What follows belongs to an exercise in optimizing a design on an open flow for small area, a short achievable clock period and few clock cycles per item; a production flow would make more cautious choices.
In this exercise RTL edits were held to simulation tests only and were not proved equivalent to the original.
Power and IR drop assume default switching activity.

`flow/design.v`:
```
module sort_pipe #(
  parameter int DATA_W   = 8,
  parameter int LOG_SIZE = 4,
  parameter int SIZE     = 2**LOG_SIZE,
  parameter int SIGNED   = 0
) (
  input  logic                       clk,
  input  logic                       rst,
  input  logic                       i_valid,
  output logic                       o_ready,
  input  logic                       i_desc,
  input  logic [DATA_W*SIZE-1:0]     i_din,
  output logic                       o_valid,
  input  logic                       i_ready,
  output logic                       o_desc,
  output logic [DATA_W*SIZE-1:0]     o_dout,
  output logic [LOG_SIZE*SIZE-1:0]   o_idx
);
  localparam int KW = DATA_W*SIZE;
  localparam int IW = LOG_SIZE*SIZE;
  localparam int NP = SIZE*(SIZE-1)/2;
  function automatic int pidx(input int i, input int j);
    pidx = i*SIZE - i*(i+1)/2 + (j - i - 1);
  endfunction
  function automatic logic key_le(input logic [DATA_W-1:0] a, input logic [DATA_W-1:0] b);
    logic [DATA_W-1:0] g, p;
    for (int i = 0; i < DATA_W; i++) begin
      g[i] = ~a[i] & b[i];
      p[i] = ~a[i] | b[i];
    end
    for (int s = 1; s < DATA_W; s = s * 2) begin
      for (int i = 0; i + s < DATA_W; i = i + 2 * s) begin
        g[i] = g[i + s] | (p[i + s] & g[i]);
        p[i] = p[i + s] & p[i];
      end
    end
    key_le = g[0] | p[0];
  endfunction
  function automatic logic [1:0] fadd(input logic a, input logic b, input logic c);
    fadd = {(a & b) | (a & c) | (b & c), a ^ b ^ c};
  endfunction
  function automatic logic [9:0] pc_first(input logic [14:0] v);
    logic [4:0] s, c;
    for (int i = 0; i < 5; i++) {c[i], s[i]} = fadd(v[3*i], v[3*i+1], v[3*i+2]);
    pc_first = {c, s};
  endfunction
  function automatic logic [4:0] pc_rest(input logic [9:0] f);
    logic [4:0] s, c;
    logic [1:0] s2, s3, a, d, e;
    {c, s} = f;
    s2 = fadd(s[0], s[1], s[2]);                       
    s3 = fadd(s[3], s[4], s2[0]);
    a  = fadd(c[0], c[1], c[2]);                       
    d  = fadd(c[3], c[4], s2[1]);
    e  = fadd(a[0], d[0], s3[1]);
    pc_rest = {a[1], d[1], e[1], e[0], s3[0]};
  endfunction
  logic              w_ce;
  logic              r1_vld, r1_desc, r2_vld, r2_desc, r3_vld, r3_desc;
  logic [KW-1:0]     r1_key, r2_key, r3_key;
  logic [NP-1:0]     r1_c;                 
  logic [5*SIZE-1:0] r2_rank;
  logic [IW-1:0]     r3_idx;
  assign w_ce    = ~r3_vld | i_ready;
  assign o_ready = w_ce;
  logic [DATA_W-1:0] w_kx [SIZE];
  logic [NP-1:0]     w_c;
  logic [5*SIZE-1:0] w_rank;
  for (genvar i = 0; i < SIZE; i++) begin : g_kx
    logic [DATA_W-1:0] k;
    assign k = i_din[i*DATA_W +: DATA_W];
    assign w_kx[i] = (SIGNED != 0) ? {~k[DATA_W-1] ^ i_desc, k[DATA_W-2:0] ^ {(DATA_W-1){i_desc}}}
                                   : k ^ {DATA_W{i_desc}};
  end
  for (genvar i = 0; i < SIZE; i++) begin : g_ci
    for (genvar j = i + 1; j < SIZE; j++) begin : g_cj
      assign w_c[pidx(i, j)] = key_le(w_kx[i], w_kx[j]);
    end
  end
  for (genvar j = 0; j < SIZE; j++) begin : g_rank
    logic [SIZE-2:0] pre;
    for (genvar i = 0; i < SIZE; i++) begin : g_pre
      if (i < j) begin : g_lo
        assign pre[i] = r1_c[pidx(i, j)];
      end else if (i > j) begin : g_hi
        assign pre[i-1] = ~r1_c[pidx(j, i)];
      end
    end
    assign w_rank[j*5 +: 5] = pc_rest(pc_first(pre));
  end
  logic [SIZE-1:0] w_sel [SIZE];           
  logic [KW-1:0]   w_dout;
  logic [IW-1:0]   w_idx;
  for (genvar j = 0; j < SIZE; j++) begin : g_dec
    logic [2:0] w4;
    logic [1:0] lo2;
    logic [3:0] hi, lo;
    assign {w4, lo2} = r2_rank[j*5 +: 5];
    assign hi[0] = ~w4[0] & ~w4[1] & ~w4[2];
    assign hi[1] = (w4 == 3'b001) | (w4 == 3'b010) | (w4 == 3'b100);
    assign hi[2] = (w4 == 3'b011) | (w4 == 3'b101) | (w4 == 3'b110);
    assign hi[3] = w4[0] & w4[1] & w4[2];
    for (genvar v = 0; v < 4; v++) begin : g_lo
      assign lo[v] = lo2 == 2'(v);
    end
    for (genvar r = 0; r < SIZE; r++) begin : g_r
      assign w_sel[j][r] = hi[r / 4] & lo[r % 4];
    end
  end
  for (genvar r = 0; r < SIZE; r++) begin : g_out
    logic [DATA_W-1:0]   k;
    logic [LOG_SIZE-1:0] x;
    always_comb begin
      k = '0;
      x = '0;
      for (int j = 0; j < SIZE; j++) begin
        if (w_sel[j][r]) begin
          k = k | r2_key[j*DATA_W +: DATA_W];
          x = x | LOG_SIZE'(j);
        end
      end
    end
    assign w_dout[r*DATA_W +: DATA_W]  = k;
    assign w_idx[r*LOG_SIZE +: LOG_SIZE] = x;
  end
  always_ff @(posedge clk) begin
    if (rst) begin
      r1_vld <= 1'b0;
      r2_vld <= 1'b0;
      r3_vld <= 1'b0;
    end else if (w_ce) begin
      r1_vld <= i_valid;
      r2_vld <= r1_vld;
      r3_vld <= r2_vld;
    end
  end
  always_ff @(posedge clk) begin
    if (w_ce) begin
      r1_desc <= i_desc;
      r1_key  <= i_din;
      r1_c    <= w_c;
      r2_desc <= r1_desc;
      r2_key  <= r1_key;
      r2_rank <= w_rank;
      r3_desc <= r2_desc;
      r3_key  <= w_dout;
      r3_idx  <= w_idx;
    end
  end
  assign o_valid = r3_vld;
  assign o_desc  = r3_desc;
  assign o_dout  = r3_key;
  assign o_idx   = r3_idx;
endmodule
```
`flow/run.sh`:
```
#!/bin/bash
# synth_recipe.tcl (not shown) runs the flow's synth.tcl, then flattens the netlist and writes it again
# the make line also repeats each setting of config.mk as NAME=value (left out here)
make -C /OpenROAD-flow-scripts/flow DESIGN_CONFIG=/design/flow/config.mk WORK_HOME=/design/flow/orfs CLKGATE_MAP_FILE= SYNTH_SCRIPT=/design/flow/synth_recipe.tcl finish
```
`flow/config.mk`:
```
export PLATFORM = sky130hd
export DESIGN_NAME = sort_pipe
export DESIGN_NICKNAME = sort_pipe
export VERILOG_FILES = /design/flow/design.v
export SDC_FILE = /design/flow/constraint.sdc
export NUM_CORES = 4
export LEC_CHECK = 0
export ABC_AREA = 1
export CAP_MARGIN = 20
export CORE_MARGIN = 2
export CORE_UTILIZATION = 25
export PLACE_DENSITY = 0.4
export SETUP_SLACK_MARGIN = 1.7
export SLEW_MARGIN = 20
```
`flow/constraint.sdc`:
```
create_clock -name core_clock -period 4.5 [get_ports {clk}]
set_input_delay 0.9000 -clock core_clock [delete_from_list [all_inputs] [get_ports {clk}]]
set_output_delay 0.9000 -clock core_clock [all_outputs]
set_load 0.01 [all_outputs]
```
==> results of run 1 <==
==> layer usage <==
layer / up-vias / routed length [µm] / track usage (%)
li1: 30300 / - / -
met1: 36300 / 183000 / 48.5
met2: 6514 / 210000 / 60.7
met3: 2006 / 56900 / 12.4
met4: 32 / 57400 / 36.8
met5: - / 237 / 0
==> worst paths after layout <==
path,start,endpoint,cells after the start
worst min-delay path,r1_key[59],r2_key[59],0
worst min register to register,r1_key[59],r2_key[59],0
worst max-delay path,r2_rank[74],r3_key[83],7
worst max register to register,r2_rank[74],r3_key[83],7
==> sequential cells by signal (all words and copies together) (netlist names), 64 cells and up <==
signal,count
r1_c,120
r1_key,128
r2_key,128
r2_rank,80
r3_idx,64
r3_key,128
==> final cells by class <==
cell class / count / area [µm²] / area share, %
repair buffers: 899 / 7820 / 10.9
clock inverters: 56 / 579 / 0.807
clock buffers: 101 / 2210 / 3.07
multi-input cells: 6778 / 34400 / 47.9
repair inverters: 1 / 5.00 / 0.00697
diodes: 40 / 100 / 0.139
inverters: 824 / 3150 / 4.39
well taps: 3132 / 3920 / 5.46
flip-flops and latches: 654 / 19600 / 27.3
==> cell usage after synthesis (all sizes together) (130+ instances only) <==
| cell type | instances |
|---|---|
| clkbuf | 428 |
| edfxtp | 651 |
| inv | 783 |
| a21oi | 137 |
| nand3 | 687 |
| buf | 130 |
| nor3 | 192 |
| nor2 | 1108 |
| o21ai | 437 |
| nand4 | 874 |
| fa | 160 |
| nand2 | 2876 |
==> power by group through the flow <==
stage          logic [µW]  registers (µW)  clock network (µW)
6_report            35600           11300                7020
5_1_grt             36400           11400                7370
4_1_cts             33400           11300                7180
3_5_place_dp        32600           11500                   0
3_3_place_gp        32600           11500                   0
2_1_floorplan       14800           11100                   0
==> metrics by stage <==
| stage | total power [µW] | hold slack (ns) | instance area, µm² |
|---|---|---|---|
| finish | 54000 | 0.413 | 71800 |
| global route | 55200 | 0.419 | 71700 |
| CTS | 51900 | 0.412 | 71400 |
| detailed placement | 44100 | 0.405 | 67900 |
| global placement | 44100 | 0.401 | 67800 |
| floorplan | 25900 | 0.400 | 58500 |
==> cell usage in the layout (no fill, tap or decap), drive strengths merged, types with 121 or more instances in the layout <==
| cell | n |
|---|---|
| buf | 574 |
| xnor2 | 121 |
| clkdlybuf4s50 | 324 |
| o21ai | 437 |
| a21oi | 137 |
| nor3 | 192 |
| nand4 | 874 |
| inv | 783 |
| nor2 | 1108 |
| edfxtp | 651 |
| nand3 | 687 |
| fa | 160 |
| nand2 | 2876 |
==> cells by family (layout without fill, tap and decap cells) <==
| family | count (synthesis) | after routing | synth area share [%] |
|---|---|---|---|
| other | 0 | 40 | 0 |
| and+or+nand+nor | 5763 | 5763 | 42.7 |
| DFF | 654 | 654 | 33.5 |
| buffers and inverters | 1382 | 1881 | 9.30 |
| AOI/OAI and AO/OA | 688 | 688 | 6.21 |
| adders and majority gates | 160 | 160 | 5.47 |
| xor gates and xnor gates | 167 | 167 | 2.81 |
==> worst register-to-register path, cell delays in order, from the launching register on <==
cell	delay (ns)
edfxtp_1	0.50
nand3_1	0.41
inv_1	0.31
nor2_4	0.62
nand3_1	0.18
nand4_1	0.15
nor2_1	0.08
nand2_1	0.44
==> repair_timing <==
item | in CTS | in global routing
gates resized for setup | 129 | 78
pin swaps | 28 | 28
buffers inserted | 40 | 13
gates cloned | 0 | 1
setup endpoints to repair | 143 | 135
hold endpoints to repair | 0 | 0
==> metrics.md, run 1 <==
| Metric | Value |
|---|---|
| Status | timing/DRC/antenna clean |
| Fmax | 335 MHz |
| TritonRoute pass-1 iters | 9 |
| Cell Chain, Critical Path | nand3_1 > inv_1 > nor2_4 > nand3_1 > nand4_1 > nor2_1 > nand2_1 |
| Max Root-Sink Buffers | 3 |
| Starting Density | 25.1% |
| Clock Latency Late Sink | 0.78 ns |
| Gr usage total | 41.3% |
| Syn Inst Count | 8814 |
| Clock transition at path regs | 0.06 ns |
| Yosys cell types | 31 |
| Sequential share of power | 21.0% |
| Die Y | 488 µm |
| Fill cells | 25300 |
| Avg Cell Area, Syn | 6.64 µm² |
| Fin crit share | 66.2% |
| Cell area after synthesis | 58500 µm² |
| Synth warnings | 3 |
| Hpwl dp | 367000 µm |
| Layout cells sized above 1 | 10.4% |
| Peak supply drop | 400 µV |
| CORE AREA | 233000 µm² |
| Initial antenna violation count | 46 |
| Vias/cell | 6.02 |
| # setup viols final | 0 |
| Post-synth EDFFs | 651 |
| RSZ-0062 raised after global routing | yes |
| Syn_nets | 9107 |
| Final #Nets | 9536 |
| Synth area leaders | edfxtp_1 33%, nand2_1 18%, nand4_1 9.3% |
| Initial drt markers | 12800 |
| RePlAce Congestion | 1.11 |
| Clock network power share | 13.0% |
| Data required, critical path | 4.98 ns |
| Combinational share of power | 66.0% |
| Seq/Total Area, Yosys | 33.5% |
| Hold buffers post-CTS | 0 |
| Top Family by Delay on Critical Path | simple AND/OR/NAND/NOR gates |
| Slowest stage delay, CP | 0.62 ns |
| Setup ws final | 1.52 ns |
| Crit path time final | 2.98 ns |
| Most used cell, CP | nand3_1 |
| CP arrival | 3.46 ns |
| Dominant synthesized flop cell | edfxtp_1 |
| Critical path's slowest cell | nor2_4 |
| Util after Layout | 30.8% |
| Tightest Pin Transition | 1.31 ns |
| Antenna-violating nets left | 0 |
| CP endpoint kind | register |
| Hold Violations, Final | 0 |
| Avg WL per Cell | 40.7 µm |
| Net Switching | 30800 µW |
| Flop2flop setup slack | 1.52 ns |
| Via count | 75200 |
| Switching Share | 57.1% |
| Routed wire length | 508000 µm |
| Clk sinks | 654 |
| CTS Buf Count | 85 |
| Critical path launch point type | register |
| Clock Root Buffer | clkbuf_16 |
| Setup TNS | 0 ns |
| Post-synth top area share | 33.4% |
| Max Slew Vio Count | 0 |
| DRC Markers | 0 |
| Asr flop ratio synth | 0% |
| Post-synthesis register bit count | 654 |
| Slew headroom | 12.4% |
| Io pins | 328 |
| PortBufs | 327 |
| Worst path buffer plus inverter count | 1 |
| Final std cells w/o fill | 12500 |
| Clock skew | 0.0505 ns |
| Synth area leader | edfxtp_1 |
| First-pass GRT wire length | 657000 µm |
| Critical Path Fanout Max | 20 |
| Gr ovfl total | 0 |
| Critical path type | register to register |
| Pre-CTS setup slack | 0.740 ns |
| Max_cap viols | 0 |
| HP Class | register to register |
| Pwr per Cell Area | 752 nW/µm² |
| DIE AREA | 238000 µm² |
| Synthesis-to-layout area growth | 22.7% |
| Number of instances in the placed design | 12200 |
| H-tree Lvls | 3 |
| Pint | 23200 µW |
| Floorplan row count | 177 |
| Die W | 488 µm |
| Largest net degree at the start of global routing | 148 |
| CTS tree | built |
| Vias in the first global route | 67600 |
| LEAKAGE | 0.0307 µW |
Testbench counts, summed over its fixed seeds: cycles 3,224, items 3,200.
==> run 2: changes to the inputs <==
--- a/flow/design.v
+++ b/flow/design.v
@@ -25,14 +25,6 @@
   function automatic logic key_le(input logic [DATA_W-1:0] a, input logic [DATA_W-1:0] b);
-    logic [DATA_W-1:0] g, p;
-    for (int i = 0; i < DATA_W; i++) begin
-      g[i] = ~a[i] & b[i];
-      p[i] = ~a[i] | b[i];
-    end
-    for (int s = 1; s < DATA_W; s = s * 2) begin
-      for (int i = 0; i + s < DATA_W; i = i + 2 * s) begin
-        g[i] = g[i + s] | (p[i + s] & g[i]);
-        p[i] = p[i + s] & p[i];
-      end
-    end
-    key_le = g[0] | p[0];
+    logic c;
+    c = 1'b1;
+    for (int i = 0; i < DATA_W; i++) c = (~a[i] & b[i]) | ((~a[i] | b[i]) & c);
+    key_le = c;
   endfunction
--- a/flow/config.mk
+++ b/flow/config.mk
@@ -12,3 +12,3 @@
 export PLACE_DENSITY = 0.4
-export SETUP_SLACK_MARGIN = 1.7
+export SETUP_SLACK_MARGIN = 2.0
 export SLEW_MARGIN = 20
==> metrics.md, run 2 <==
| Metric | Value |
|---|---|
| Floorplan row count | 176 (-0.56%) |
| Seq/Total Area, Yosys | 33.9% (+0.42 points) |
| Critical Path Fanout Max | 2 (-90%) |
| # setup viols final | 0 (unchanged) |
| Gr usage total | 43.1% (+1.8 points) |
| CP arrival | 3.42 ns (-0.04 ns) |
| LEAKAGE | 0.0350 µW (+14%) |
| Synth area leader | edfxtp_1 |
| Synthesis-to-layout area growth | 26.9% |
| Avg Cell Area, Syn | 6.45 µm² (-2.8%) |
| Post-synthesis register bit count | 654 (unchanged) |
| Critical path's slowest cell | fa_1 |
| Syn_nets | 9248 (+1.5%) |
| Critical path type | register to register |
| Hpwl dp | 377000 µm (+2.7%) |
| Vias/cell | 5.71 (-5.2%) |
| Critical path launch point type | register |
| Data required, critical path | 5.00 ns (+0.02 ns) |
| RePlAce Congestion | 1.11 (+0.23%) |
| Cell area after synthesis | 57800 µm² (-1.2%) |
| CTS tree | built |
| Synth area leaders | edfxtp_1 34%, nand2_1 25%, inv_1 9.7% |
| Peak supply drop | 360 µV (-10%) |
| Most frequent cells in the layout | 3759 x nand2_1, 1392 x inv_1, 651 x edfxtp_1, 544 x nor2_1, 535 x o22ai_1 |
| Die W | 485 µm (-0.62%) |
| Crit path time final | 2.93 ns (-0.0544 ns) |
| Gr ovfl total | 0 (unchanged) |
| Routed wire length | 526000 µm (+3.6%) |
| Pwr per Cell Area | 662 nW/µm² (-12%) |
| Initial antenna violation count | 65 (+41%) |
| HP Class | register to register |
| Asr flop ratio synth | 0% (unchanged) |
| Clock skew | 0.0817 ns (+0.0312 ns) |
| CORE AREA | 230000 µm² (-1.2%) |
| Fin crit share | 65.0% (-1.2 points) |
| Max Root-Sink Buffers | 3 (unchanged) |
| Most common cell after layout, fill and taps aside | nand2_1 |
| Clock transition at path regs | 0.07 ns (about the same) |
| Via count | 72400 (-3.7%) |
| Max_cap viols | 0 (unchanged) |
| Io pins | 328 (unchanged) |
| Avg WL per Cell | 41.5 µm (+2.0%) |
| Clock Root Buffer | clkbuf_16 |
| Hold WS | 0.409 ns (-0.00389 ns) |
| Post-synth top area share | 33.8% (+0.42 points) |
| Yosys cell types | 35 (+13%) |
| Hold Violations, Final | 0 (unchanged) |
| Worst hold stages | 0 (unchanged) |
| Die Y | 485 µm (-0.62%) |
| RSZ-0062 raised after global routing | yes |
| Post-synth EDFFs | 651 (unchanged) |
| Syn Inst Count | 8955 (+1.6%) |
| First-pass GRT wire length | 668000 µm (+1.8%) |
| DRC Markers | 0 (unchanged) |
| Most common cell in the netlist | nand2_1 |
| Initial drt markers | 11900 (-6.7%) |
| Status | timing/DRC/antenna clean |
| Antenna-violating nets left | 0 (unchanged) |
| Hold Path End | r2_key[81] |
| Starting Density | 25.1% (about the same) |
| Hold buffers post-CTS | 0 (unchanged) |
| PortBufs | 327 (unchanged) |
| Dominant synthesized flop cell | edfxtp_1 |
| RR Startpoint | r1_c[55] |
| Capture point of the worst reg-to-reg path | r2_rank[21] |
| Slowest stage delay, CP | 0.55 ns (-0.07 ns) |
| Layout cells sized above 1 | 13.2% (+2.8 points) |
| DIE AREA | 235000 µm² (-1.2%) |
| Slew headroom | 21.3% (+8.9 points) |
| CP endpoint kind | register |
| Worst Setup SP | r1_c[55] |
| TritonRoute pass-1 iters | 9 (unchanged) |
| Most used cell, CP | inv_2 |
| Flop2flop setup slack | 1.57 ns (+0.05 ns) |
| Max Slew Vio Count | 0 (unchanged) |
| Hold Startpoint | r1_key[81] |
| Clk sinks | 654 (unchanged) |
| Biggest regs | r1_key: 128 flops, r2_key: 128 flops, r3_key: 128 flops |
| Setup TNS | 0 ns (unchanged) |
| Tightest Pin Transition | 1.18 ns (-0.138 ns) |
| Synth warnings | 3 (unchanged) |
| Clock Latency Late Sink | 0.80 ns (+0.02 ns) |
| CTS Buf Count | 80 (-5.9%) |
| Synth top cells by count | 3893 x nand2_1, 1495 x inv_1, 683 x nor2_1 |
| H-tree Lvls | 3 (unchanged) |
| FF-to-FF path depth | 8 (+1) |
| Cell Chain, Critical Path | buf_6 > inv_2 > fa_1 > inv_2 > fa_2 > fa_1 > inv_2 > fa_2 |
| Vias in the first global route | 65300 (-3.4%) |
| Fmax | 342 MHz (+1.9%) |
| Largest net degree at the start of global routing | 134 (-9.5%) |
| Final #Nets | 9844 (+3.2%) |
-- run 2: metal layers --
| layer | up-vias | GRT usage, % | part of all wire [%] |
|---|---|---|---|
| li1 | 29500 | - | - |
| met1 | 35400 | 51.4 | 37 |
| met2 | 5714 | 65.9 | 43 |
| met3 | 1718 | 11.1 | 9.6 |
| met4 | 32 | 34.4 | 9.8 |
| met5 | - | 0 | 0.052 |
-- run 2: cell type report --
class	count	area (µm²)
clock inverters	51	663
multi-input cells	6388	32800
repair buffers	927	8550
clock buffers	91	2040
diodes	45	113
inverters	1500	5780
well taps	3026	3790
fillers	25200	157000
flip-flops and latches	654	19600
-- run 2: how the worst max path moves through the flow --
stage / slack (ns) / depth (start not counted) / to
2_1_floorplan: -6.76 / 2 / r1_c[0]
3_3_place_gp: 0.67 / 9 / r1_c[22]
3_5_place_dp: 0.66 / 14 / r1_c[2]
4_1_cts: 1.51 / 5 / o_ready
5_1_grt: 1.53 / 7 / r2_rank[31]
6_report: 1.57 / 8 / r2_rank[21]
-- run 2: stage by stage --
stage | cells | setup slack, ns | util [%] | power, µW | cell area [µm²]
finish | 12700 | 1.57 | 31.9 | 48500 | 73300
detailed placement | 12300 | 0.656 | 29.1 | 39200 | 66900
global placement | 12300 | 0.674 | 29.1 | 39200 | 66900
CTS | 12600 | 1.51 | 31.1 | 46700 | 71500
floorplan | 8955 | -6.76 | - | 23700 | 58100
global route | 12600 | 1.53 | 31.9 | 50200 | 73200
-- run 2: critical path: cells and delay by family (launching register included) --
family / cells / cell delay, ns
fa+ha+maj: 4 / 1.89
flops: 1 / 0.47
buf+inv: 4 / 0.25
-- run 2: where the power goes --
group          leakage (µW)  total [µW]  internal, µW  switching [µW]
clock network       0.00130        6830          3830            3000
logic                0.0268       30800          8540           22300
registers           0.00694       10900          9680            1190
total                0.0350       48500         22100           26500
-- run 2: timing repair --
item,CTS,global route
buffers inserted,81,62
endpoints found under the setup margin,643,511
resized for setup,566,243
pin swaps,47,58
cloned,3,10
-- run 2: cell families after synthesis --
group / synth area share, %
buffers and inverters: 12.9
xor gates and xnor gates: 2.24
and+or+nand+nor: 35.7
adders and majority gates: 5.54
AOI/OAI and AO/OA: 9.66
DFF: 33.9
Testbench counts of run 2, summed over its fixed seeds: cycles 3,224, items 3,200.
==> run 3: changes to the inputs <==
--- a/flow/config.mk
+++ b/flow/config.mk
@@ -8,3 +8,3 @@
 export ABC_AREA = 1
-export CAP_MARGIN = 20
+export CAP_MARGIN = 10
 export CORE_MARGIN = 2
@@ -13,2 +13,3 @@
 export SETUP_SLACK_MARGIN = 2.0
-export SLEW_MARGIN = 20
+export SLEW_MARGIN = 10
+export TNS_END_PERCENT = 5
==> metrics.md, run 3 <==
| Metric | Value |
|---|---|
| Status | timing/DRC/antenna clean |
| Hold buffers post-CTS | 0 (unchanged) |
| Avg Cell Area, Syn | 6.45 µm² (unchanged) |
| Hold WS | 0.386 ns (-0.0237 ns) |
| Pwr per Cell Area | 674 nW/µm² (+1.9%) |
| Capture point of the worst reg-to-reg path | r3_key[110] |
| First-pass GRT wire length | 655000 µm (-2.0%) |
| Gr ovfl total | 0 (unchanged) |
| Clock Root Buffer | clkbuf_16 |
| Cell area after synthesis | 57800 µm² (unchanged) |
| Die W | 485 µm (unchanged) |
| Most common cell in the netlist | nand2_1 |
| Asr flop ratio synth | 0% (unchanged) |
| Data required, critical path | 4.99 ns (about the same) |
| DRC Markers | 0 (unchanged) |
| CP arrival | 3.57 ns (+0.15 ns) |
| H-tree Lvls | 3 (unchanged) |
| Peak supply drop | 347 µV (-3.5%) |
| Initial drt markers | 10500 (-12%) |
| Die Y | 485 µm (unchanged) |
| RSZ-0062 raised after global routing | yes |
| Biggest regs | r1_key: 128 flops, r2_key: 128 flops, r3_key: 128 flops |
| Clock skew | 0.0985 ns (+0.0168 ns) |
| Dominant synthesized flop cell | edfxtp_1 |
| Most frequent cells in the layout | 3818 x nand2_1, 1467 x inv_1, 651 x edfxtp_1, 580 x nor2_1, 537 x o22ai_1 |
| CORE AREA | 230000 µm² (unchanged) |
| Worst Setup EP | r3_key[110] |
| Routed wire length | 513000 µm (-2.5%) |
| Max Root-Sink Buffers | 3 (unchanged) |
| Final std cells w/o fill | 12600 (-0.58%) |
| Fmax | 325 MHz (-4.9%) |
| Critical path type | register to register |
| Synth area leaders | edfxtp_1 34%, nand2_1 25%, inv_1 9.7% |
| Fill cells | 25300 (+0.35%) |
| Switching Share | 53.9% (-0.62 points) |
| Synth warnings | 3 (unchanged) |
| RePlAce Congestion | 1.11 (+0.14%) |
| FF-to-FF path depth | 9 (+1) |
| Most common cell after layout, fill and taps aside | nand2_1 |
| Combinational share of power | 63.2% (-0.3 points) |
| Synth area leader | edfxtp_1 |
| Post-synth top area share | 33.8% (unchanged) |
| Clk sinks | 654 (unchanged) |
| Clock transition at path regs | 0.06 ns (about the same) |
| CTS tree | built |
| Initial antenna violation count | 46 (-29%) |
| Hold Violations, Final | 0 (unchanged) |
| Flop2flop setup slack | 1.42 ns (-0.15 ns) |
| CTS Buf Count | 79 (-1.3%) |
| Setup TNS | 0 ns (unchanged) |
| Pint | 22200 µW (+0.59%) |
| Synthesis-to-layout area growth | 23.6% |
| Crit path time final | 3.08 ns (+0.151 ns) |
| Max_cap viols | 0 (unchanged) |
| Syn_nets | 9248 (unchanged) |
| Max Slew Vio Count | 0 (unchanged) |
| Vias/cell | 5.67 (-0.65%) |
| RR Startpoint | r2_rank[35] |
| Starting Density | 25.1% (unchanged) |
| Io pins | 328 (unchanged) |
| CP endpoint kind | register |
| Fin crit share | 68.4% (+3.4 points) |
| Worst Setup SP | r2_rank[35] |
| Avg WL per Cell | 40.7 µm (-1.9%) |
| Number of instances in the placed design | 12300 (+0.065%) |
| Net Switching | 26000 µW (-1.9%) |
| LEAKAGE | 0.0339 µW (-3.1%) |
| Tightest Pin Transition | 1.29 ns (+0.110 ns) |
| Yosys cell types | 35 (unchanged) |
| Sequential share of power | 22.5% (about the same) |
| Final #Nets | 9764 (-0.81%) |
| Seq/Total Area, Yosys | 33.9% (unchanged) |
| Synth top cells by count | 3893 x nand2_1, 1495 x inv_1, 683 x nor2_1 |
| Antenna-violating nets left | 0 (unchanged) |
| # setup viols final | 0 (unchanged) |
| Critical path launch point type | register |
| Post-synth EDFFs | 651 (unchanged) |
| Vias in the first global route | 64800 (-0.69%) |
| Syn Inst Count | 8955 (unchanged) |
| Clock Latency Late Sink | 0.79 ns (about the same) |
| Post-synthesis register bit count | 654 (unchanged) |
| HP Class | register to register |
| Slew headroom | 13.9% (-7.4 points) |
| Clock network power share | 14.3% (+0.2 points) |
| TritonRoute pass-1 iters | 6 (-3) |
| Critical Path Fanout Max | 8 (+6) |
| Floorplan row count | 176 (unchanged) |
| DIE AREA | 235000 µm² (unchanged) |
| Hpwl dp | 376000 µm (-0.27%) |
| Via count | 71500 (-1.2%) |
| Gr usage total | 42.2% (-0.97 points) |
| Largest net degree at the start of global routing | 129 (-3.7%) |
| Layout cells sized above 1 | 10.1% (-3.2 points) |
| PortBufs | 327 (unchanged) |
## run 3: power by group through the flow
stage	clock, µW	combinational [µW]	sequential, µW
floorplan	0	12600	10900
global placement	0	28000	11000
detailed placement	0	28000	11000
CTS	7050	28600	10900
global route	7260	31400	11000
finish	6900	30400	10800
## run 3: worst min-delay path by stage
| stage | startpoint | end | slack [ns] | cells after the start |
|---|---|---|---|---|
| 2_1_floorplan | r1_desc | r2_desc | 0.40 | 0 |
| 3_3_place_gp | r1_key[88] | r2_key[88] | 0.40 | 0 |
| 3_5_place_dp | r1_key[102] | r2_key[102] | 0.40 | 0 |
| 4_1_cts | r1_key[52] | r2_key[52] | 0.39 | 0 |
| 5_1_grt | r1_key[121] | r2_key[121] | 0.40 | 0 |
| 6_report | r1_key[121] | r2_key[121] | 0.39 | 0 |
## run 3: per-stage QoR
step                util [%]  power [µW]  setup WS (ns)  cell area [µm²]
floorplan                  -       23500          -6.76            57800
global route            31.0       49700           1.59            71300
CTS                     30.6       46500           1.61            70500
detailed placement      29.0       39000          0.535            66700
global placement        29.0       39000          0.499            66700
finish                  31.1       48200           1.42            71400
## run 3: kinds of logic after synthesis
| family | count (synthesis) | synth area share [%] |
|---|---|---|
| and+or+nand+nor | 5177 | 35.7 |
| DFF | 654 | 33.9 |
| adders and majority gates | 160 | 5.54 |
| xor gates and xnor gates | 94 | 2.24 |
| buffers and inverters | 1915 | 12.9 |
| AOI/OAI and AO/OA | 955 | 9.66 |
## run 3: area by class of cell
cell class | instances | area (µm²) | share of cell area [%]
sequential | 654 | 19600 | 27.4
clock inverter | 51 | 718 | 1.01
timing repair buffer | 850 | 7650 | 10.7
clock buffer | 93 | 2030 | 2.84
antenna | 48 | 120 | 0.168
multi-input combinational | 6386 | 31800 | 44.5
tap | 3026 | 3790 | 5.30
inverter | 1500 | 5700 | 7.98
## run 3: timing repair
action | 4_1_cts | 5_1_grt
resized for setup | 174 | 182
buffers inserted | 47 | 20
gates cloned | 1 | 2
setup endpoints to repair | 530 | 528
pin swaps | 25 | 9
## run 3: worst max-delay path: stages, from the launching register on
cell,delay (ns)
edfxtp_1,0.61
inv_1,0.13
nor2_2,0.26
inv_1,0.22
nor2_1,0.37
buf_4,0.26
inv_1,0.24
o22ai_1,0.30
nor3_1,0.08
nand2_1,0.30
## run 3: layer usage
| metal | track usage [%] | vias up | routed length (µm) |
|---|---|---|---|
| met3 | 9.82 | 1669 | 44700 |
| met5 | 0 | - | 119 |
| li1 | - | 29400 | - |
| met1 | 50.1 | 35000 | 193000 |
| met4 | 33.8 | 16 | 50200 |
| met2 | 65.2 | 5463 | 225000 |
==> run 4: changes to the inputs <==
==> flow/flow/run.sh (new file) <==
#!/bin/bash
# Layout flow: the standard flow (standard.sh), except that the buffers placed on the input
# and output ports are plain buffers (buf_1) rather than the placer's default choice. Every port
# still gets its own buffer. Each tool's output is kept in the ORFS logs under orfs/logs.
set -euo pipefail
bash standard.sh "BUFFER_PORTS_ARGS=-buffer_cell sky130_fd_sc_hd__buf_1" finish > flow_standard.log 2>&1
==> flow/standard.sh (new file) <==
#!/bin/bash
# synth_recipe.tcl (not shown) runs the flow's synth.tcl, then flattens the netlist and writes it again
# the make line also repeats each setting of config.mk as NAME=value (left out here)
make -C /OpenROAD-flow-scripts/flow DESIGN_CONFIG=/design/flow/config.mk WORK_HOME=/design/flow/orfs CLKGATE_MAP_FILE= SYNTH_SCRIPT=/design/flow/synth_recipe.tcl "${@:-finish}"
--- a/flow/config.mk
+++ b/flow/config.mk
@@ -8,3 +8,3 @@
 export ABC_AREA = 1
-export CAP_MARGIN = 10
+export CAP_MARGIN = 20
 export CORE_MARGIN = 2
@@ -13,3 +13,2 @@
 export SETUP_SLACK_MARGIN = 2.0
-export SLEW_MARGIN = 10
-export TNS_END_PERCENT = 5
+export SLEW_MARGIN = 20
removed: flow/run.sh
==> metrics.md, run 4 <==
| Metric | Value |
|---|---|
| Status | timing/DRC/antenna clean |
| Data required, critical path | 5.00 ns (about the same) |
| DRC Markers | 0 (unchanged) |
| First-pass GRT wire length | 684000 µm (+4.5%) |
| Hold Violations, Final | 0 (unchanged) |
| Synth top cells by count | 3893 x nand2_1, 1495 x inv_1, 683 x nor2_1 |
| Pre-CTS setup slack | 0.638 ns (+0.103 ns) |
| Via count | 72800 (+1.8%) |
| Gr usage total | 44.2% (+2.0 points) |
| Most common cell in the netlist | nand2_1 |
| Clk sinks | 654 (unchanged) |
| Post-synthesis register bit count | 654 (unchanged) |
| Pwr per Cell Area | 673 nW/µm² (-0.20%) |
| Vias in the first global route | 66300 (+2.3%) |
| Max_cap viols | 0 (unchanged) |
| Starting Density | 25.1% (unchanged) |
| CP arrival | 3.41 ns (-0.16 ns) |
| Critical path type | register to register |
| Final #Nets | 9907 (+1.5%) |
| LEAKAGE | 0.0337 µW (-0.79%) |
| Syn_nets | 9248 (unchanged) |
| Initial antenna violation count | 67 (+46%) |
| Critical Path Fanout Max | 2 (-6) |
| Most common cell after layout, fill and taps aside | nand2_1 |
| Largest net degree at the start of global routing | 175 (+36%) |
| Routed wire length | 535000 µm (+4.2%) |
| Post-synth top area share | 33.8% (unchanged) |
| Setup TNS | 0 ns (unchanged) |
| Gr ovfl total | 0 (unchanged) |
| Die W | 485 µm (unchanged) |
| PortBufs | 327 (unchanged) |
| Tightest Pin Transition | 1.28 ns (-0.00825 ns) |
| Dominant synthesized flop cell | edfxtp_1 |
| RePlAce Congestion | 1.12 (+0.47%) |
| Avg Cell Area, Syn | 6.45 µm² (unchanged) |
| Setup ws final | 1.58 ns (+0.162 ns) |
| Antenna-violating nets left | 0 (unchanged) |
| Clock transition at path regs | 0.07 ns (about the same) |
| Clock Latency Late Sink | 0.79 ns (about the same) |
| HP Class | primary input to register |
| Asr flop ratio synth | 0% (unchanged) |
| Most frequent cells in the layout | 3761 x nand2_1, 1372 x inv_1, 651 x edfxtp_1, 590 x buf_4, 536 x nor2_1 |
| Floorplan row count | 176 (unchanged) |
| Clock skew | 0.0857 ns (-0.0129 ns) |
| H-tree Lvls | 3 (unchanged) |
| Syn Inst Count | 8955 (unchanged) |
| Max Root-Sink Buffers | 3 (unchanged) |
| Crit path time final | 2.92 ns (-0.162 ns) |
| Layout cells sized above 1 | 14.2% (+4.1 points) |
| Seq/Total Area, Yosys | 33.9% (unchanged) |
| Synth area leaders | edfxtp_1 34%, nand2_1 25%, inv_1 9.7% |
| Post-synth EDFFs | 651 (unchanged) |
| Area of the multi-input gates | 32800 µm² (+3.0%) |
| Avg WL per Cell | 41.9 µm (+3.1%) |
| Fin crit share | 64.8% (-3.6 points) |
| Die Y | 485 µm (unchanged) |
| Io pins | 328 (unchanged) |
| CORE AREA | 230000 µm² (unchanged) |
| Max Slew Vio Count | 0 (unchanged) |
| Peak supply drop | 316 µV (-8.8%) |
| Critical path launch point type | register |
| Biggest regs | r1_key: 128 flops, r2_key: 128 flops, r3_key: 128 flops |
| Synthesis-to-layout area growth | 24.3% |
| CP endpoint kind | register |
| Hpwl dp | 390000 µm (+3.7%) |
| Synth area leader | edfxtp_1 |
| Fill cells | 25200 (-0.11%) |
| Initial drt markers | 10900 (+3.6%) |
| Fmax | 343 MHz (+5.6%) |
| FF+latch area | 19600 µm² (about the same) |
| DIE AREA | 235000 µm² (unchanged) |
| # setup viols final | 0 (unchanged) |
| CTS Buf Count | 79 (unchanged) |
| RSZ-0062 raised after global routing | yes |
| Synth warnings | 3 (unchanged) |
| Slew headroom | 14.7% (+0.77 points) |
| Yosys cell types | 35 (unchanged) |
| TritonRoute pass-1 iters | 7 (+1) |
| CTS tree | built |
| Clock Root Buffer | clkbuf_16 |
| Cell area after synthesis | 57800 µm² (unchanged) |
| Vias/cell | 5.71 (+0.70%) |
==> run 4: cell counts after synthesis <==
No cell type changed its count.
==> run 4: power by group <==
group | leakage, µW | internal, µW | switching (µW) | total (µW)
sequential | 0.00694 | 9690 | 1230 | 10900
combinational | 0.0255 | 8190 | 22600 | 30800
clock | 0.00126 | 3630 | 2990 | 6620
total | 0.0337 | 21500 | 26800 | 48300
==> run 4: stage by stage <==
stage / instance area, µm² / power [µW] / std cells / hold WS, ns / utilization (%)
2_1_floorplan: 58100 / 23700 / 8955 / 0.400 / -
3_3_place_gp: 65300 / 38600 / 12400 / 0.400 / 28.4
3_5_place_dp: 65300 / 38500 / 12400 / 0.405 / 28.4
4_1_cts: 70300 / 46400 / 12600 / 0.293 / 30.6
5_1_grt: 71700 / 49800 / 12700 / 0.337 / 31.2
6_report: 71800 / 48300 / 12800 / 0.323 / 31.3
==> run 4: final timing paths <==
kind	from	endpoint	slack (ns)	cells after the start
max	r1_c[47]	r2_rank[46]	1.58	6
min	rst	r3_vld	0.32	2
max reg2reg	r1_c[47]	r2_rank[46]	1.58	6
min reg2reg	r1_key[81]	r2_key[81]	0.38	0
==> run 4: worst max-delay path, cell delays in order, from the launching register on <==
cell and delay (ns):
edfxtp_1 0.47, fa_1 0.57, inv_1 0.06, fa_2 0.52, inv_1 0.16, fa_2 0.40, fa_1 0.45
==> run 4: kinds of logic after synthesis <==
logic type               count (synthesis)  synth area share (%)
AO/OA/AOI/OAI                          955                  9.66
flip-flops                             654                  33.9
adder cells (fa/ha/maj)                160                  5.54
AND/OR/NAND/NOR                       5177                  35.7
XOR/XNOR                                94                  2.24
buffers and inverters                 1915                  12.9
==> run 4: layout make-up <==
class / count / share of cell area (%)
clock inverters: 52 / 0.841
diodes: 49 / 0.171
flip-flops and latches: 654 / 27.3
well taps: 3026 / 5.27
repair inverters: 2 / 0.0226
clock buffers: 91 / 2.81
repair buffers: 991 / 9.84
inverters: 1500 / 8.12
multi-input cells: 6386 / 45.6
==> run 4: timing repair <==
action,in CTS,in global routing
hold buffers,0,0
endpoints found under the hold margin,0,0
cloned,3,4
setup endpoints to repair,343,265
setup buffers,98,60
pin swaps,36,34
gates resized for setup,411,210
==> run 4: layer usage <==
layer,vias to the layer above,global-route usage (%),part of all wire (%)
li1,29700,-,-
met1,35600,51.3,37
met2,5723,68.7,44
met3,1831,11.6,9.5
met4,34,35.7,10
met5,-,0.184,0.041
==> run 5: changes to the inputs <==
--- a/flow/design.v
+++ b/flow/design.v
@@ -20,6 +20,2 @@
   localparam int IW = LOG_SIZE*SIZE;
-  localparam int NP = SIZE*(SIZE-1)/2;
-  function automatic int pidx(input int i, input int j);
-    pidx = i*SIZE - i*(i+1)/2 + (j - i - 1);
-  endfunction
   function automatic logic key_le(input logic [DATA_W-1:0] a, input logic [DATA_W-1:0] b);
@@ -52,3 +48,3 @@
   logic [KW-1:0]     r1_key, r2_key, r3_key;
-  logic [NP-1:0]     r1_c;                 
+  logic [10*SIZE-1:0] r1_part;
   logic [5*SIZE-1:0] r2_rank;
@@ -58,3 +54,4 @@
   logic [DATA_W-1:0] w_kx [SIZE];
-  logic [NP-1:0]     w_c;
+  logic              w_c  [SIZE][SIZE];    
+  logic [10*SIZE-1:0] w_part;
   logic [5*SIZE-1:0] w_rank;
@@ -67,4 +64,8 @@
   for (genvar i = 0; i < SIZE; i++) begin : g_ci
-    for (genvar j = i + 1; j < SIZE; j++) begin : g_cj
-      assign w_c[pidx(i, j)] = key_le(w_kx[i], w_kx[j]);
+    for (genvar j = 0; j < SIZE; j++) begin : g_cj
+      if (i < j) begin : g_lt
+        assign w_c[i][j] = key_le(w_kx[i], w_kx[j]);
+      end else begin : g_ge
+        assign w_c[i][j] = 1'b0;
+      end
     end
@@ -75,8 +76,11 @@
       if (i < j) begin : g_lo
-        assign pre[i] = r1_c[pidx(i, j)];
+        assign pre[i] = w_c[i][j];
       end else if (i > j) begin : g_hi
-        assign pre[i-1] = ~r1_c[pidx(j, i)];
+        assign pre[i-1] = ~w_c[j][i];
       end
     end
-    assign w_rank[j*5 +: 5] = pc_rest(pc_first(pre));
+    assign w_part[j*10 +: 10] = pc_first(pre);
+  end
+  for (genvar j = 0; j < SIZE; j++) begin : g_rank2
+    assign w_rank[j*5 +: 5] = pc_rest(r1_part[j*10 +: 10]);
   end
@@ -132,3 +136,3 @@
       r1_key  <= i_din;
-      r1_c    <= w_c;
+      r1_part <= w_part;
       r2_desc <= r1_desc;
==> metrics.md, run 5 <==
| Metric | Value |
|---|---|
| LEAKAGE | 0.0367 µW (+9.0%) |
| Most used cell, CP | nand2_2 |
| Most common cell after layout, fill and taps aside | nand2_1 |
| Most frequent cells in the layout | 3065 x nand2_1, 1254 x inv_1, 691 x edfxtp_1, 538 x nor2_1, 538 x buf_4 |
| Synthesis-to-layout area growth | 38.1% |
| DRC Markers | 0 (unchanged) |
| Largest register FFs | 160 |
| TritonRoute pass-1 iters | 11 (+4) |
| Data required, critical path | 5.02 ns (+0.02 ns) |
| Capture point of the worst reg-to-reg path | r3_key[17] |
| Asr flop ratio synth | 0% (unchanged) |
| Clock skew | 0.0469 ns (-0.0387 ns) |
| First-pass GRT wire length | 686000 µm (+0.30%) |
| Avg Cell Area, Syn | 6.64 µm² (+2.9%) |
| Most common cell in the netlist | nand2_1 |
| Synth warnings | 4 (+1) |
| RR Startpoint | r2_rank[11] |
| DIE AREA | 240000 µm² (+2.3%) |
| Worst path buffer plus inverter count | 10 (+8) |
| Clock Latency Late Sink | 0.76 ns (-0.03 ns) |
| Gr usage total | 43.1% (-1.1 points) |
| Cell Chain, Critical Path | clkbuf_16 > buf_16 > buf_12 > buf_8 > xnor2_4 > buf_12 > buf_6 > clkinvlp_4 > buf_8 > nand2_2 > o21ai_1 > inv_1 > nand2_2 > nand2_2 > nand2_4 > nand2_2 > nand2_2 > fa_2 > inv_1 |
| Largest net degree at the start of global routing | 106 (-39%) |
| Clock transition at path regs | 0.07 ns (about the same) |
| RePlAce Congestion | 1.13 (+1.5%) |
| Slowest stage delay, CP | 0.55 ns (-0.02 ns) |
| Slew headroom | 13.6% (-1.1 points) |
| Hold Violations, Final | 0 (unchanged) |
| Hpwl dp | 383000 µm (-1.7%) |
| Clock Root Buffer | clkbuf_16 |
| Dominant synthesized flop cell | edfxtp_1 |
| Avg WL per Cell | 41.4 µm (-1.2%) |
| Post-synth EDFFs | 691 (+6.1%) |
| CORE AREA | 235000 µm² (+2.3%) |
| Starting Density | 25.1% (about the same) |
| Max Slew Vio Count | 0 (unchanged) |
| Worst Setup SP | i_desc |
| Critical path type | primary input to register |
| HP Class | register to register |
| Die Y | 490 µm (+1.1%) |
| CTS Buf Count | 83 (+5.1%) |
| Fmax | 331 MHz (-3.3%) |
| Critical path launch point type | primary input |
| Fill cells | 25200 (-0.25%) |
| Initial drt markers | 11500 (+5.9%) |
| Yosys cell types | 38 (+8.6%) |
| PortBufs | 327 (unchanged) |
| Synth area leaders | edfxtp_1 35%, nand2_1 24%, inv_1 8.9% |
| Crit path time final | 3.02 ns (+0.101 ns) |
| Vias/cell | 5.77 (+1.0%) |
| Max Root-Sink Buffers | 3 (unchanged) |
| Status | timing/DRC/antenna clean |
| CTS tree | built |
| Syn Inst Count | 8902 (-0.59%) |
| Top reg by flops | r1_part |
| Vias in the first global route | 67900 (+2.4%) |
| Floorplan row count | 178 (+1.1%) |
| Io pins | 328 (unchanged) |
| Max_cap viols | 0 (unchanged) |
| Initial antenna violation count | 57 (-15%) |
| RSZ-0062 raised after global routing | yes |
| Post-synthesis register bit count | 694 (+6.1%) |
| # setup viols final | 0 (unchanged) |
| Gr ovfl total | 0 (unchanged) |
| Routed wire length | 540000 µm (+1.0%) |
| Pwr per Cell Area | 629 nW/µm² (-6.5%) |
| Flop2flop setup slack | 1.74 ns (+0.16 ns) |
| Post-synth top area share | 35.1% (+1.3 points) |
| Top Family by Delay on Critical Path | buffers and inverters |
| Clk sinks | 694 (+6.1%) |
| Worst hold stages | 0 (-2) |
| Via count | 75200 (+3.3%) |
| Worst Setup EP | r1_part[152] |
| Number of instances in the placed design | 12400 (+0.024%) |
| CP arrival | 3.54 ns (+0.13 ns) |
| Tightest Pin Transition | 1.30 ns (+0.0184 ns) |
| Synth area leader | edfxtp_1 |
| H-tree Lvls | 3 (unchanged) |
| Synth top cells by count | 3809 x nand2_1, 1399 x inv_1, 691 x edfxtp_1 |
| Critical path's slowest cell | fa_2 |
| CP endpoint kind | register |
| FF-to-FF path depth | 10 (+4) |
| Final std cells w/o fill | 13000 (+2.3%) |
| Syn_nets | 9195 (-0.57%) |
| Critical Path Fanout Max | 6 (+4) |
| Cell area after synthesis | 59100 µm² (+2.3%) |
| Crit path depth | 19 (+13) |
| Antenna-violating nets left | 0 (unchanged) |
| Final instance area | 81600 µm² (+14%) |
| Peak supply drop | 531 µV (+68%) |
| Die W | 490 µm (+1.1%) |
| Fin crit share | 67.0% (+2.2 points) |
| Hold buffers post-CTS | 0 (unchanged) |
| Final #Nets | 10100 (+1.6%) |
| Area after DPL | 66600 µm² (+2.0%) |
| Seq/Total Area, Yosys | 35.2% (+1.3 points) |
| Layout cells sized above 1 | 24.6% (+10 points) |
==> run 5: cell types whose count changed after synthesis, sizes merged, moves of 30 or more <==
cell and delta:
a21oi -35, buf +49, clkbuf -56, edfxtp +40, inv -90, nand2 -80
nand3 +92, nand4 -79, o22ai +30
==> run 5: routing by layer <==
| metal | routed length, µm | up-vias | global-route usage, % |
|---|---|---|---|
| li1 | - | 30200 | - |
| met1 | 197000 | 36900 | 50.2 |
| met2 | 231000 | 6027 | 65.2 |
| met3 | 54800 | 1997 | 12.1 |
| met4 | 57100 | 24 | 36.5 |
| met5 | 168 | - | 0.278 |
==> run 5: per-stage QoR <==
stage	worst slack, ns	hold slack [ns]	TNS, ns	total power [µW]	util (%)
after CTS	1.60	0.341	0	48600	33.1
final	1.48	0.385	0	51300	34.7
after global routing	1.46	0.390	0	52600	34.7
after floorplan	-7.36	0.400	-5101.68	24200	-
after detailed placement	0.0785	0.405	0	39300	28.3
after global placement	0.119	0.401	0	39200	28.3
==> run 5: how the worst min path moves through the flow <==
stage | from | to
detailed placement | r1_key[114] | r2_key[114]
CTS | rst | r3_vld
global route | r1_key[85] | r2_key[85]
floorplan | r1_desc | r2_desc
finish | r1_key[85] | r2_key[85]
global placement | r1_key[16] | r2_key[16]
==> run 5: power by group <==
group | switching, µW | internal (µW) | leakage (µW)
combinational | 23800 | 8940 | 0.0281
sequential | 1420 | 10500 | 0.00736
clock | 2970 | 3710 | 0.00127
total | 28100 | 23200 | 0.0367
==> run 5: cell families after synthesis <==
logic type	count (synthesis)	synth area share, %
adder cells (fa/ha/maj)	160	5.42
XOR/XNOR	94	2.45
AND/OR/NAND/NOR	5099	34.2
AO/OA/AOI/OAI	1029	10.4
flip-flops	694	35.2
buffers and inverters	1826	12.3
==> run 5: timing repair <==
| item | CTS | global route |
|---|---|---|
| endpoints found under the setup margin | 339 | 422 |
| cloned | 34 | 12 |
| buffers inserted | 307 | 91 |
| pin swaps | 211 | 265 |
| gates resized for setup | 1287 | 784 |
==> run 5: layout make-up <==
type                    count  area [µm²]  share of cell area [%]
well taps                3150        3940                    4.83
diodes                     48         120                   0.147
flip-flops and latches    694       20800                    25.5
multi-input cells        6390       37600                    46.1
inverters                1418        5600                    6.86
clock inverters            46         478                   0.585
repair buffers           1189       10900                    13.3
clock buffers             103        2150                    2.64
Testbench counts of run 5, summed over its fixed seeds: cycles 3,224, items 3,200.
==> run 6: changes to the inputs <==
--- a/flow/design.v
+++ b/flow/design.v
@@ -20,2 +20,6 @@
   localparam int IW = LOG_SIZE*SIZE;
+  localparam int NP = SIZE*(SIZE-1)/2;
+  function automatic int pidx(input int i, input int j);
+    pidx = i*SIZE - i*(i+1)/2 + (j - i - 1);
+  endfunction
   function automatic logic key_le(input logic [DATA_W-1:0] a, input logic [DATA_W-1:0] b);
@@ -34,12 +38,11 @@
   endfunction
-  function automatic logic [4:0] pc_rest(input logic [9:0] f);
+  function automatic logic [5:0] pc_rest(input logic [9:0] f);
     logic [4:0] s, c;
-    logic [1:0] s2, s3, a, d, e;
+    logic [1:0] x, u, b0, m;
     {c, s} = f;
-    s2 = fadd(s[0], s[1], s[2]);                       
-    s3 = fadd(s[3], s[4], s2[0]);
-    a  = fadd(c[0], c[1], c[2]);                       
-    d  = fadd(c[3], c[4], s2[1]);
-    e  = fadd(a[0], d[0], s3[1]);
-    pc_rest = {a[1], d[1], e[1], e[0], s3[0]};
+    x  = fadd(s[0], s[1], s[2]);                       
+    u  = fadd(c[0], c[1], c[2]);
+    b0 = fadd(x[0], s[3], s[4]);                       
+    m  = fadd(u[0], c[3], c[4]);
+    pc_rest = {u[1], m[1], x[1], b0[1], m[0], b0[0]};
   endfunction
@@ -48,4 +51,4 @@
   logic [KW-1:0]     r1_key, r2_key, r3_key;
-  logic [10*SIZE-1:0] r1_part;
-  logic [5*SIZE-1:0] r2_rank;
+  logic [NP-1:0]     r1_c;                 
+  logic [6*SIZE-1:0] r2_rank;
   logic [IW-1:0]     r3_idx;
@@ -54,5 +57,4 @@
   logic [DATA_W-1:0] w_kx [SIZE];
-  logic              w_c  [SIZE][SIZE];    
-  logic [10*SIZE-1:0] w_part;
-  logic [5*SIZE-1:0] w_rank;
+  logic [NP-1:0]     w_c;
+  logic [6*SIZE-1:0] w_rank;
   for (genvar i = 0; i < SIZE; i++) begin : g_kx
@@ -64,8 +66,4 @@
   for (genvar i = 0; i < SIZE; i++) begin : g_ci
-    for (genvar j = 0; j < SIZE; j++) begin : g_cj
-      if (i < j) begin : g_lt
-        assign w_c[i][j] = key_le(w_kx[i], w_kx[j]);
-      end else begin : g_ge
-        assign w_c[i][j] = 1'b0;
-      end
+    for (genvar j = i + 1; j < SIZE; j++) begin : g_cj
+      assign w_c[pidx(i, j)] = key_le(w_kx[i], w_kx[j]);
     end
@@ -76,11 +74,8 @@
       if (i < j) begin : g_lo
-        assign pre[i] = w_c[i][j];
+        assign pre[i] = r1_c[pidx(i, j)];
       end else if (i > j) begin : g_hi
-        assign pre[i-1] = ~w_c[j][i];
+        assign pre[i-1] = ~r1_c[pidx(j, i)];
       end
     end
-    assign w_part[j*10 +: 10] = pc_first(pre);
-  end
-  for (genvar j = 0; j < SIZE; j++) begin : g_rank2
-    assign w_rank[j*5 +: 5] = pc_rest(r1_part[j*10 +: 10]);
+    assign w_rank[j*6 +: 6] = pc_rest(pc_first(pre));
   end
@@ -90,15 +85,26 @@
   for (genvar j = 0; j < SIZE; j++) begin : g_dec
-    logic [2:0] w4;
-    logic [1:0] lo2;
-    logic [3:0] hi, lo;
-    assign {w4, lo2} = r2_rank[j*5 +: 5];
-    assign hi[0] = ~w4[0] & ~w4[1] & ~w4[2];
-    assign hi[1] = (w4 == 3'b001) | (w4 == 3'b010) | (w4 == 3'b100);
-    assign hi[2] = (w4 == 3'b011) | (w4 == 3'b101) | (w4 == 3'b110);
-    assign hi[3] = w4[0] & w4[1] & w4[2];
-    for (genvar v = 0; v < 4; v++) begin : g_lo
-      assign lo[v] = lo2 == 2'(v);
-    end
+    logic [1:0] w4;
+    logic [2:0] w2;
+    logic       b0;
+    logic [3:0] t;                         
+    logic [2:0] f;                         
+    logic [7:0] h;                         
+    assign {w4, w2, b0} = r2_rank[j*6 +: 6];
+    assign t[0] = ~w2[0] & ~w2[1] & ~w2[2];
+    assign t[1] = (w2 == 3'b001) | (w2 == 3'b010) | (w2 == 3'b100);
+    assign t[2] = (w2 == 3'b011) | (w2 == 3'b101) | (w2 == 3'b110);
+    assign t[3] = w2[0] & w2[1] & w2[2];
+    assign f[0] = ~w4[0] & ~w4[1];
+    assign f[1] = w4[0] ^ w4[1];
+    assign f[2] = w4[0] & w4[1];
+    assign h[0] = t[0] & f[0];
+    assign h[1] = t[1] & f[0];
+    assign h[2] = (t[2] & f[0]) | (t[0] & f[1]);
+    assign h[3] = (t[3] & f[0]) | (t[1] & f[1]);
+    assign h[4] = (t[2] & f[1]) | (t[0] & f[2]);
+    assign h[5] = (t[3] & f[1]) | (t[1] & f[2]);
+    assign h[6] = t[2] & f[2];
+    assign h[7] = t[3] & f[2];
     for (genvar r = 0; r < SIZE; r++) begin : g_r
-      assign w_sel[j][r] = hi[r / 4] & lo[r % 4];
+      assign w_sel[j][r] = h[r / 2] & (b0 == 1'(r % 2));
     end
@@ -136,3 +142,3 @@
       r1_key  <= i_din;
-      r1_part <= w_part;
+      r1_c    <= w_c;
       r2_desc <= r1_desc;
==> metrics.md, run 6 <==
| Metric | Value |
|---|---|
| Status | timing/DRC/antenna clean |
| Asr flop ratio synth | 0% (unchanged) |
| Gr usage total | 41.2% (-1.8 points) |
| Slowest stage delay, CP | 0.69 ns (+0.14 ns) |
| Avg Cell Area, Syn | 6.29 µm² (-5.2%) |
| Gr ovfl total | 0 (unchanged) |
| Starting Density | 25.2% (+0.057 points) |
| CP endpoint kind | register |
| Critical Path Fanout Max | 56 (+50) |
| First-pass GRT wire length | 709000 µm (+3.3%) |
| Peak supply drop | 447 µV (-16%) |
| Biggest regs | r1_key: 128 flops, r2_key: 128 flops, r3_key: 128 flops |
| H-tree Lvls | 3 (unchanged) |
| RSZ-0062 raised after global routing | yes |
| Floorplan row count | 184 (+3.4%) |
| Initial drt markers | 13400 (+16%) |
| Critical path launch point type | register |
| Hold Startpoint | i_valid |
| Largest net degree at the start of global routing | 126 (+19%) |
| Hold Path End | r1_vld |
| FF-to-FF path depth | 5 (-5) |
| Initial antenna violation count | 58 (+1.8%) |
| Capture point of the worst reg-to-reg path | r3_key[14] |
| Vias/cell | 5.79 (+0.30%) |
| CP arrival | 3.24 ns (-0.30 ns) |
| Critical path type | register to register |
| Most common cell in the netlist | nand2_1 |
| Synth area leader | edfxtp_1 |
| Die W | 508 µm (+3.6%) |
| Data required, critical path | 5.12 ns (+0.10 ns) |
| Hold Violations, Final | 0 (unchanged) |
| RR Startpoint | r2_rank[48] |
| Dominant synthesized flop cell | edfxtp_1 |
| Syn_nets | 10400 (+13%) |
| Slew headroom | 13.2% (-0.39 points) |
| Hpwl dp | 390000 µm (+1.9%) |
| Layout cells sized above 1 | 10.9% (-14 points) |
| PortBufs | 327 (unchanged) |
| CTS Buf Count | 83 (unchanged) |
| Final #Nets | 10800 (+6.8%) |
| Top Family by Delay on Critical Path | simple AND/OR/NAND/NOR gates |
| Flop2flop setup slack | 1.88 ns (+0.14 ns) |
| Seq/Total Area, Yosys | 31.7% (-3.5 points) |
| Most common cell after layout, fill and taps aside | nand2_1 |
| Hold WS | 0.353 ns (-0.0320 ns) |
| Synth warnings | 3 (-1) |
| Max_cap viols | 0 (unchanged) |
| DRC Markers | 0 (unchanged) |
| Clock transition at path regs | 0.06 ns (about the same) |
| Crit path time final | 2.62 ns (-0.394 ns) |
| DIE AREA | 258000 µm² (+7.3%) |
| Worst Setup SP | r2_rank[48] |
| Io pins | 328 (unchanged) |
| LEAKAGE | 0.0369 µW (+0.49%) |
| Synthesis-to-layout area growth | 20.6% |
| Clock skew | 0.0759 ns (+0.0290 ns) |
| Clock Root Buffer | clkbuf_16 |
| Via count | 80400 (+6.9%) |
| Synth area leaders | edfxtp_1 32%, nand2_1 22%, nand3_1 10% |
| Pre-CTS setup slack | 0.761 ns (+0.682 ns) |
| Tightest Pin Transition | 1.30 ns (+0.00578 ns) |
| Cell area after synthesis | 63400 µm² (+7.3%) |
| Post-synth EDFFs | 667 (-3.5%) |
| Setup ws final | 1.88 ns (+0.394 ns) |
| RePlAce Congestion | 1.08 (-4.8%) |
| Avg WL per Cell | 39.8 µm (-4.1%) |
| Most frequent cells in the layout | 3527 x nand2_1, 1571 x inv_1, 1249 x nand3_1, 667 x edfxtp_1, 661 x nor2_1 |
| Critical path's slowest cell | edfxtp_1 |
| Syn Inst Count | 10100 (+13%) |
| Post-synthesis register bit count | 670 (-3.5%) |
| Vias in the first global route | 72400 (+6.7%) |
| Antenna-violating nets left | 0 (unchanged) |
| Clock Latency Late Sink | 0.78 ns (+0.02 ns) |
| Cell Chain, Critical Path | buf_12 > nand3_1 > o2111ai_1 > nor2_1 > nand2_1 |
| Fmax | 381 MHz (+15%) |
| Worst path buffer plus inverter count | 1 (-9) |
| Max Slew Vio Count | 0 (unchanged) |
| Max Root-Sink Buffers | 3 (unchanged) |
| TritonRoute pass-1 iters | 10 (-1) |
| Yosys cell types | 35 (-7.9%) |
| Routed wire length | 553000 µm (+2.3%) |
| CORE AREA | 252000 µm² (+7.1%) |
| CTS tree | built |
| Die Y | 508 µm (+3.6%) |
| Fin crit share | 58.3% (-8.8 points) |
| Post-synth top area share | 31.6% (-3.5 points) |
| Pwr per Cell Area | 767 nW/µm² (+22%) |
| Synth top cells by count | 3665 x nand2_1, 1622 x inv_1, 1294 x nand3_1 |
| Clk sinks | 670 (-3.5%) |
| HP Class | primary input to register |
| # setup viols final | 0 (unchanged) |
| Worst hold stages | 3 (+3) |
## run 6: changes by cell type after synthesis, moves of 24 or more
| cell | change |
|---|---|
| nand3_1 | +1113 |
| clkbuf_1 | +239 |
| inv_1 | +223 |
| o22ai_1 | -188 |
| nand2_1 | -144 |
| o221ai_1 | -34 |
| ha_1 | +32 |
| nand4_1 | +29 |
| nor3_1 | -27 |
| o211ai_1 | -26 |
| a21oi_1 | +25 |
| edfxtp_1 | -24 |
## run 6: layout make-up
cell class / count / area [µm²]
fillers: 28000 / 175000
multi-input cells: 7145 / 36600
flip-flops and latches: 670 / 20100
repair buffers: 917 / 6550
inverters: 1628 / 6230
well taps: 3348 / 4190
clock buffers: 90 / 2100
clock inverters: 59 / 689
diodes: 44 / 110
## run 6: through the flow
stage	util, %	std cells	area, µm²	setup TNS, ns	power, µW
finish	30.4	13900	76500	0	58700
global route	30.3	13900	76400	0	59600
detailed placement	27.9	13600	70300	0	47600
CTS	29.8	13800	75000	0	55800
floorplan	-	10100	63700	-4682.97	28200
global placement	27.9	13600	70200	0	47500
## run 6: worst max-delay path by stage
stage / endpoint / slack, ns / depth (start not counted)
6_report: r3_key[14] / 1.88 / 5
5_1_grt: o_ready / 1.83 / 5
4_1_cts: o_ready / 1.81 / 5
3_5_place_dp: r1_c[43] / 0.76 / 10
3_3_place_gp: r1_c[54] / 0.77 / 10
2_1_floorplan: r1_c[0] / -7.00 / 2
## run 6: report_power, final
group          switching [µW]  total (µW)  leakage, µW  internal [µW]
logic                   30800       40300       0.0284           9450
clock network            3080        7080      0.00135           3990
registers                1430       11400      0.00712           9940
## run 6: kinds of logic after synthesis
| kind of cell | count (synthesis) | share of synthesized area (%) |
|---|---|---|
| adders and majority gates | 176 | 5.18 |
| DFF | 670 | 31.7 |
| AOI/OAI and AO/OA | 819 | 7.47 |
| xor gates and xnor gates | 94 | 2.04 |
| buffers and inverters | 2269 | 13.9 |
| and+or+nand+nor | 6056 | 39.7 |
## run 6: routing by layer
layer	vias up	global-route usage (%)	part of all wire (%)
li1	32900	-	-
met1	39000	49.1	37
met2	6549	61.0	42
met3	1988	12.6	11
met4	22	33.6	10
met5	-	0.0556	0.047
## run 6: worst register-to-register path: stages (launching register included)
cell and delay, ns:
edfxtp_1 0.69, buf_12 0.41, nand3_1 0.60, o2111ai_1 0.47, nor2_1 0.12, nand2_1 0.17
## run 6: timing repair
item                                    4_1_cts  5_1_grt
pin swaps                                    22       21
endpoints found under the setup margin      368      251
resized for setup                           279      173
hold buffers                                  0        0
cloned                                        0        5
setup buffers                                81       51
Testbench counts of run 6, summed over its fixed seeds: cycles 3,224, items 3,200.
==> run 7: changes to the inputs <==
--- a/flow/config.mk
+++ b/flow/config.mk
@@ -11,3 +11,3 @@
 export CORE_UTILIZATION = 25
-export PLACE_DENSITY = 0.4
+export PLACE_DENSITY = 0.5
 export SETUP_SLACK_MARGIN = 2.0
==> metrics.md, run 7 <==
| Metric | Value |
|---|---|
| LEAKAGE | 0.0364 µW (-1.4%) |
| Dominant synthesized flop cell | edfxtp_1 |
| Clock Latency Late Sink | 0.78 ns (about the same) |
| # setup viols final | 0 (unchanged) |
| Crit path time final | 2.77 ns (+0.151 ns) |
| Antenna-violating nets left | 0 (unchanged) |
| Max Root-Sink Buffers | 3 (unchanged) |
| Largest net degree at the start of global routing | 108 (-14%) |
| Most common cell in the netlist | nand2_1 |
| Tightest Pin Transition | 1.16 ns (-0.140 ns) |
| Critical path type | register to register |
| Synth area leader | edfxtp_1 |
| Synth area leaders | edfxtp_1 32%, nand2_1 22%, nand3_1 10% |
| CP arrival | 3.38 ns (+0.14 ns) |
| Slowest stage delay, CP | 0.86 ns (+0.17 ns) |
| Critical Path Fanout Max | 7 (-88%) |
| First-pass GRT wire length | 644000 µm (-9.3%) |
| CORE AREA | 252000 µm² (unchanged) |
| Data required, critical path | 5.11 ns (about the same) |
| Post-synth top area share | 31.6% (unchanged) |
| Clock Root Buffer | clkbuf_16 |
| Vias in the first global route | 70200 (-3.1%) |
| Status | timing/DRC/antenna clean |
| Cell area after synthesis | 63400 µm² (unchanged) |
| Biggest regs | r1_key: 128 flops, r2_key: 128 flops, r3_key: 128 flops |
| Via count | 80100 (-0.48%) |
| Peak supply drop | 485 µV (+8.4%) |
| Clk sinks | 670 (unchanged) |
| Hold Violations, Final | 0 (unchanged) |
| Syn Inst Count | 10100 (unchanged) |
| Fmax | 361 MHz (-5.4%) |
| Most common cell after layout, fill and taps aside | nand2_1 |
| Util after Layout | 29.9% (-0.52 points) |
| Syn_nets | 10400 (unchanged) |
| Critical path launch point type | register |
| Area after DPL | 70000 µm² (-0.45%) |
| DIE AREA | 258000 µm² (unchanged) |
| CP endpoint kind | register |
| Hold buffers post-CTS | 0 (unchanged) |
| RSZ-0062 raised after global routing | yes |
| Gr ovfl total | 0 (unchanged) |
| Final std cells w/o fill | 13800 (-0.42%) |
| Number of instances in the placed design | 13600 (-0.096%) |
| Fill cells | 28300 (+0.95%) |
| Io pins | 328 (unchanged) |
| Gr usage total | 36.7% (-4.5 points) |
| Hold WS | 0.350 ns (-0.00302 ns) |
| Post-synth EDFFs | 667 (unchanged) |
| Post-synthesis register bit count | 670 (unchanged) |
| Avg Cell Area, Syn | 6.29 µm² (unchanged) |
| PortBufs | 327 (unchanged) |
| Synth top cells by count | 3665 x nand2_1, 1622 x inv_1, 1294 x nand3_1 |
| Cell Chain, Critical Path | inv_1 > ha_1 > inv_1 > nor3_2 > nand2_1 > o2111ai_1 > nor2_1 > nand2_1 |
| Fin crit share | 61.6% (+3.4 points) |
| Final #Nets | 10700 (-0.46%) |
| Die Y | 508 µm (unchanged) |
| TritonRoute pass-1 iters | 17 (+7) |
| Die W | 508 µm (unchanged) |
| Critical path's slowest cell | nor3_2 |
| Routed wire length | 491000 µm (-11%) |
| CTS tree | built |
| Hpwl dp | 341000 µm (-13%) |
| Starting Density | 25.2% (unchanged) |
| Initial antenna violation count | 48 (-17%) |
| DRC Markers | 0 (unchanged) |
| Floorplan row count | 184 (unchanged) |
| Clock skew | 0.0450 ns (-0.0309 ns) |
| Slew headroom | 22.6% (+9.4 points) |
| Seq/Total Area, Yosys | 31.7% (unchanged) |
| H-tree Lvls | 3 (unchanged) |
| HP Class | primary input to register |
## run 7: worst max-delay path: cells and delay by family (launching register included)
| kind | cells | cell delay [ns] |
|---|---|---|
| AOI/OAI and AO/OA | 1 | 0.23 |
| adders and majority gates | 1 | 0.33 |
| and+or+nand+nor | 4 | 1.27 |
| buffers and inverters | 2 | 0.31 |
| DFF | 1 | 0.47 |
## run 7: metrics by stage
stage          worst slack (ns)   TNS, ns  total power (µW)
3_3_place_gp              0.814         0             44700
3_5_place_dp              0.797         0             44600
2_1_floorplan             -7.00  -4682.97             28200
5_1_grt                    1.83         0             56300
6_report                   1.73         0             55400
4_1_cts                    1.82         0             51900
## run 7: final timing paths
check | cells past startpoint | end | start | slack [ns]
max reg2reg | 8 | r3_key[14] | r2_rank[17] | 1.73
max | 8 | r3_key[14] | r2_rank[17] | 1.73
min | 3 | r1_vld | i_valid | 0.35
min reg2reg | 0 | r2_key[20] | r1_key[20] | 0.39
## run 7: cells by family after synthesis
kind of cell	count (synthesis)	share of synthesized area, %
AO/OA/AOI/OAI	819	7.47
AND/OR/NAND/NOR	6056	39.7
XOR/XNOR	94	2.04
flip-flops	670	31.7
buffers and inverters	2269	13.9
adder cells (fa/ha/maj)	176	5.18
## run 7: area by class of cell
| cell class | count | area [µm²] | area share, % |
|---|---|---|---|
| multi-input cells | 7146 | 36200 | 48.1 |
| flip-flops and latches | 670 | 20100 | 26.7 |
| inverters | 1628 | 6230 | 8.28 |
| repair buffers | 869 | 5850 | 7.78 |
| well taps | 3348 | 4190 | 5.57 |
| clock buffers | 94 | 2050 | 2.73 |
| clock inverters | 50 | 546 | 0.725 |
| diodes | 37 | 92.6 | 0.123 |
| repair inverters | 1 | 6.26 | 0.00832 |
## run 7: where the power goes
part / total, µW / switching, µW / internal (µW)
Sequential: 11500 / 1510 / 9940
Combinational: 37200 / 28400 / 8810
Clock: 6680 / 3060 / 3620
Total: 55400 / 33000 / 22400
## run 7: what timing repair did
| action | CTS | global route |
|---|---|---|
| gates resized for setup | 197 | 180 |
| endpoints found under the hold margin | 0 | 0 |
| gates cloned | 3 | 2 |
| pin swaps | 3 | 14 |
| setup endpoints to repair | 307 | 260 |
| setup buffers | 42 | 56 |
## run 7: routing by layer
| metal | wire (µm) | GRT usage, % |
|---|---|---|
| met1 | 180000 | 44.7 |
| met2 | 193000 | 51.0 |
| met4 | 47800 | 27.5 |
| met5 | 756 | 0.741 |
| met3 | 70300 | 15.4 |
